Context: an optimization exercise on an open-source flow, tuned for small area, a short achievable clock period and few clock cycles per item. The choices shown serve that exercise and are no tape-out recipe. Power figures rest on the tool's default switching activity, not on a simulated workload.

## P
==> flow/design.v (excerpt) <==
module crypt_machine #(
    parameter int data_in_w = 32,
    parameter int rounds    = 32
) (
    input  logic                  clk,
    input  logic                  resetn,
    input  logic [data_in_w-1:0]  data_in,
    input  logic                  go,
    input  logic                  decrypt,
    output logic                  done,
    output tea_pkg::word_t        display
);
For scale: about 2000 cells after synthesis, ~69 I/O pins.
==> module crypt_machine, before the edit <==
module crypt_machine #(
    parameter int data_in_w = 32,
    parameter int rounds    = 32
) (
    input  logic                  clk,
    input  logic                  resetn,
    input  logic [data_in_w-1:0]  data_in,
    input  logic                  go,
    input  logic                  decrypt,
    output logic                  done,
    output tea_pkg::word_t        display
);
    typedef enum logic [2:0] {
        st_load,       
        st_load_rel,   
        st_wait_op,    
        st_run,        
        st_wait_dec,   
        st_wait_clr,   
        st_clr_rel     
    } state_t;
    state_t          state;
    logic [2:0]      widx;
    logic            dec;        
    logic [6:0]      t;          
    logic [4:0]      sidx;       
    tea_pkg::word_t  p, q;
    tea_pkg::word_t  r0, r1, r2, r3;
    tea_pkg::word_t  g;          
    logic            cin;
    tea_pkg::word_t  s;          
    logic start_enc, start_dec, start;
    assign start_enc = (state == st_wait_op) && go;
    assign start_dec = ((state == st_wait_op) && !go && decrypt) ||
                       ((state == st_wait_dec) && decrypt);
    assign start     = start_enc || start_dec;
    logic running, last;
    assign running = (state == st_run) && !done;
    assign last    = running && t[6];
    tea_pkg::word_t nw;
    logic           ovf;
    assign {ovf, nw} = tea_pkg::add32(p, g, cin);
    logic [27:0] a_x, a_y, a_z, a_s, a_c;
    logic [32:0] a_sum;
    assign a_x   = p[27:0];
    assign a_y   = g[27:0];
    assign a_z   = r0[31:4];
    assign a_s   = a_x ^ a_y ^ a_z;
    assign a_c   = (a_x & a_y) | (a_x & a_z) | (a_y & a_z);
    assign a_sum = tea_pkg::add32({4'd0, a_s}, {4'd0, a_c[26:0], cin}, 1'b0);
    tea_pkg::word_t b_s, b_c;
    logic [32:0]    b_sum;
    assign b_s   = p ^ g ^ s;
    assign b_c   = (p & g) | (p & s) | (g & s);
    assign b_sum = tea_pkg::add32(b_s, {b_c[30:0], cin}, 1'b0);
    tea_pkg::word_t c_z, c_s, c_c;
    logic [32:0]    c_sum;
    logic           c27;
    assign c_z   = {r1[26:0], 5'd0};
    assign c_s   = p ^ g ^ c_z;
    assign c_c   = (p & g) | (p & c_z) | (g & c_z);
    assign c_sum = tea_pkg::add32(c_s, {c_c[30:0], cin}, 1'b0);
    assign c27   = ovf ? (c_c[31] && c_sum[32]) : (c_c[31] || c_sum[32]);
    logic [4:0] r1_hi, r1_hi1;
    assign r1_hi  = r1[31:27];
    assign r1_hi1 = r1[31:27] + 5'd1;
    tea_pkg::word_t f_nx;
    assign f_nx = {a_sum[27:0], r0[3:0]} ^ b_sum[31:0] ^
                  {c27 ? r1_hi1 : r1_hi, c_sum[31:5]};
    logic       dec_n, m_n;
    logic [4:0] sidx_n;
    assign dec_n = start ? start_dec : (running ? dec : 1'b1);
    assign m_n   = start ? start_dec : (running && (!dec || (t[5:0] != 6'd63)));
    always_comb begin
        if (start_enc) begin
            sidx_n = 5'd0;
        end else if (start_dec || !running) begin
            sidx_n = 5'd31;
        end else if (t[0] ^ dec) begin
            sidx_n = dec ? sidx - 5'd1 : sidx + 5'd1;
        end else begin
            sidx_n = sidx;
        end
    end
    always_ff @(posedge clk) begin
        g    <= (f_nx ^ {32{dec}}) & {32{m_n}};
        cin  <= m_n && dec;
        sidx <= sidx_n;
        s    <= tea_pkg::sum_tab[sidx_n*32 +: 32];
    end
    logic load_q, load_p;
    assign load_q = (state == st_load) && (widx <= 3'd1);
    assign load_p = (state == st_load_rel) && (widx == 3'd0);
    logic rot, load_r2, load_r3;
    assign rot     = start || running ||
                     ((state == st_load_rel) && !go && ((widx == 3'd3) || (widx == 3'd5)));
    assign load_r2 = (state == st_load) && ((widx == 3'd2) || (widx == 3'd4));
    assign load_r3 = (state == st_load) && ((widx == 3'd3) || (widx == 3'd5));
    always_ff @(posedge clk) begin
        if (load_q || running || start) begin
            q <= load_q ? data_in : nw;
        end
        if (load_p || running || start) begin
            p <= q;
        end
        if (rot) begin
            r0 <= r2;
            r1 <= r3;
        end
        if (rot || load_r2) begin
            r2 <= load_r2 ? data_in : r0;
        end
        if (rot || load_r3) begin
            r3 <= load_r3 ? data_in : r1;
        end
    end
    always_ff @(posedge clk) begin
        if (!resetn) begin
            state <= st_load;
            widx  <= '0;
            done  <= 1'b0;
        end else begin
            done <= last;
            case (state)
                st_load:     if (go) state <= st_load_rel;
                st_load_rel: if (!go) begin
                                 if (widx == 3'd5) begin
                                     state <= st_wait_op;
                                 end else begin
                                     state <= st_load;
                                 end
                                 widx <= widx + 3'd1;
                             end
                st_wait_op:  if (go || decrypt) state <= st_run;
                st_run:      if (done) state <= dec ? st_wait_clr : st_wait_dec;
                st_wait_dec: if (decrypt) state <= st_run;
                             else if (go) state <= st_clr_rel;
                st_wait_clr: if (go) state <= st_clr_rel;
                st_clr_rel:  if (!go) begin
                                 state <= st_load;
                                 widx  <= '0;
                             end
                default:     state <= st_load;
            endcase
        end
    end
    always_ff @(posedge clk) begin
        dec <= dec_n;
        if (start) begin
            t <= '0;
        end else if (running) begin
            t <= t + 7'd1;
        end
    end
    always_ff @(posedge clk) begin
        if (!resetn || (state == st_clr_rel)) begin
            display <= '0;
        end else if (last) begin
            display <= {nw[15:0], q[15:0]};
        end
    end
endmodule
==> flow/config.mk <==
export PLATFORM = sky130hd
export DESIGN_NAME = crypt_machine
export DESIGN_NICKNAME = crypt_machine
export VERILOG_FILES = /design/flow/design.v
export SDC_FILE = /design/flow/constraint.sdc
export NUM_CORES = 4
export LEC_CHECK = 0
export CAP_MARGIN = 20
export CORE_MARGIN = 2
export CORE_UTILIZATION = 40
export SLEW_MARGIN = 20
==> flow/constraint.sdc <==
create_clock -name core_clock -period 12.0 [get_ports {clk}]
set_input_delay 2.4000 -clock core_clock [delete_from_list [all_inputs] [get_ports {clk}]]
set_output_delay 2.4000 -clock core_clock [all_outputs]
set_load 0.01 [all_outputs]
standard.sh (not shown) runs the stock make flow with config.mk's settings and CLKGATE_MAP_FILE= SYNTH_SCRIPT=/design/flow/synth_recipe.tcl, a recipe that flattens the netlist after the stock synthesis.
==> flow/flow/run.sh <==
#!/bin/bash
set -euo pipefail
export SETUP_SLACK_MARGIN=8.5
bash standard.sh > standard.log 2>&1
Setup changes, P to Q
--- a/flow/design.v
+++ b/flow/design.v
@@ -9,29 +9,59 @@
             s = s + tea_delta;
             t[j*32 +: 32] = s;
         end
         sum_table = t;
     endfunction
     localparam logic [1023:0] sum_tab = sum_table();
+    localparam int add_arch = 1;
     function automatic logic [32:0] add32(input word_t a, input word_t b, input logic cin);
-        word_t tt, gg, c;
+        word_t pp, gg, p0, c;
         int    j;
-        tt = a | b;
+        p0 = a ^ b;
+        pp = p0;
         gg = a & b;
-        gg[0] = gg[0] | (tt[0] & cin);
-        for (int l = 0; l < 5; l++) begin
-            for (int i = 31; i >= 0; i--) begin
-                if ((i >> l) & 1) begin
-                    j = ((i >> l) << l) - 1;
-                    gg[i] = gg[i] | (tt[i] & gg[j]);
-                    tt[i] = tt[i] & tt[j];
+        gg[0] = gg[0] | (pp[0] & cin);
+        if (add_arch == 0) begin
+            for (int l = 1; l <= 5; l++) begin
+                for (int i = 0; i < 32; i++) begin
+                    if ((i % (1 << l)) == (1 << l) - 1) begin
+                        gg[i] = gg[i] | (pp[i] & gg[i - (1 << (l - 1))]);
+                        pp[i] = pp[i] & pp[i - (1 << (l - 1))];
+                    end
+                end
+            end
+            for (int l = 5; l > 0; l--) begin
+                for (int i = 0; i < 32; i++) begin
+                    if (i >= (1 << l) && (i % (1 << l)) == (1 << (l - 1)) - 1) begin
+                        gg[i] = gg[i] | (pp[i] & gg[i - (1 << (l - 1))]);
+                        pp[i] = pp[i] & pp[i - (1 << (l - 1))];
+                    end
+                end
+            end
+        end else if (add_arch == 1) begin
+            for (int l = 0; l < 5; l++) begin
+                for (int i = 31; i >= 0; i--) begin
+                    if ((i >> l) & 1) begin
+                        j = ((i >> l) << l) - 1;
+                        gg[i] = gg[i] | (pp[i] & gg[j]);
+                        pp[i] = pp[i] & pp[j];
+                    end
+                end
+            end
+        end else begin
+            for (int l = 0; l < 5; l++) begin
+                for (int i = 31; i >= 0; i--) begin
+                    if (i >= (1 << l)) begin
+                        gg[i] = gg[i] | (pp[i] & gg[i - (1 << l)]);
+                        pp[i] = pp[i] & pp[i - (1 << l)];
+                    end
                 end
             end
         end
         c = {gg[30:0], cin};
-        add32 = {gg[31], (a ^ c) ^ b};
+        add32 = {gg[31], p0 ^ c};
     endfunction
 endpackage
 `timescale 1ns/1ps
 module crypt_machine #(
     parameter int data_in_w = 32,
     parameter int rounds    = 32
@@ -100,13 +130,13 @@
     assign r1_hi1 = r1[31:27] + 5'd1;
     tea_pkg::word_t f_nx;
     assign f_nx = {a_sum[27:0], r0[3:0]} ^ b_sum[31:0] ^
                   {c27 ? r1_hi1 : r1_hi, c_sum[31:5]};
     logic       dec_n, m_n;
     logic [4:0] sidx_n;
-    assign dec_n = start ? start_dec : (running ? dec : 1'b1);
+    assign dec_n = start ? start_dec : dec;
     assign m_n   = start ? start_dec : (running && (!dec || (t[5:0] != 6'd63)));
     always_comb begin
         if (start_enc) begin
             sidx_n = 5'd0;
         end else if (start_dec || !running) begin
             sidx_n = 5'd31;
@@ -114,14 +144,14 @@
             sidx_n = dec ? sidx - 5'd1 : sidx + 5'd1;
         end else begin
             sidx_n = sidx;
         end
     end
     always_ff @(posedge clk) begin
-        g    <= (f_nx ^ {32{dec}}) & {32{m_n}};
-        cin  <= m_n && dec;
+        g    <= m_n ? (f_nx ^ {32{dec_n}}) : '0;
+        cin  <= m_n && dec_n;
         sidx <= sidx_n;
         s    <= tea_pkg::sum_tab[sidx_n*32 +: 32];
     end
     logic load_q, load_p;
     assign load_q = (state == st_load) && (widx <= 3'd1);
     assign load_p = (state == st_load_rel) && (widx == 3'd0);
Notes after the runs:
Compared with P, Q shows a total of cells resized after clock tree synthesis that is 27 lower.
When Q is measured against P, its adder and majority cell fraction of the synthesized area turns out 0.86 points higher.
Q vs. P: sum of net half-perimeters after detailed placement fell by about 8%; wire length saw a decrease.
Re number of buffers on the longest clock path: no difference whatsoever between P and Q.
Core occupancy in the finished layout: Q > P
P ended up with more cell instances than Q did.
Q reports a higher proportion of synthesized chip area in sequential cells than P does.
On Q: power per unit of standard cell area is about 4% higher than what P gave.
[Q] total placed cells including tap cells fell 317 relative to P
From P to Q the numbers moved as follows: setup fix buffers added after clock tree synthesis rose by 21%, highest clock frequency the design can meet rose by about 15%.
Function was not checked in any run of this note: the RTL went through the layout flow alone.

what the ideal ports hide:
The results above use ideal ports. As a check the final layouts listed here were re-extracted and re-timed, cells and wires unchanged.
Step 1 (the two cells are an assumption about what drives the block):
set clk [get_ports {clk}]
set_driving_cell -lib_cell sky130_fd_sc_hd__clkbuf_16 $clk
set_driving_cell -lib_cell sky130_fd_sc_hd__buf_2 [delete_from_list [all_inputs] $clk]
Step 2, shift: input delay + t, output delay - t, t = (earliest + latest rising clock arrival at the registers) / 2. This alone moves slack from input paths to output paths.
Three values: no drivers, after step 1, after step 2; two values: the first two.
| run | t, ns | slack for setup (ns) | worst hold slack (ns) | worst setup path at the end |
|---|---|---|---|---|
| P | 0.623 | 7.469 / 7.469 / 7.469 | 0.409 / 0.409 / 0.409 | register to register |
| Q | 0.623 | 8.068 / 8.068 / 7.460 | 0.405 / 0.405 / 0.405 | input to register |
After both steps setup and hold are still met in every run listed. For Q, which loses most, drivers alone change the setup slack by 0.000 ns; drivers and shift together by -0.608 ns.
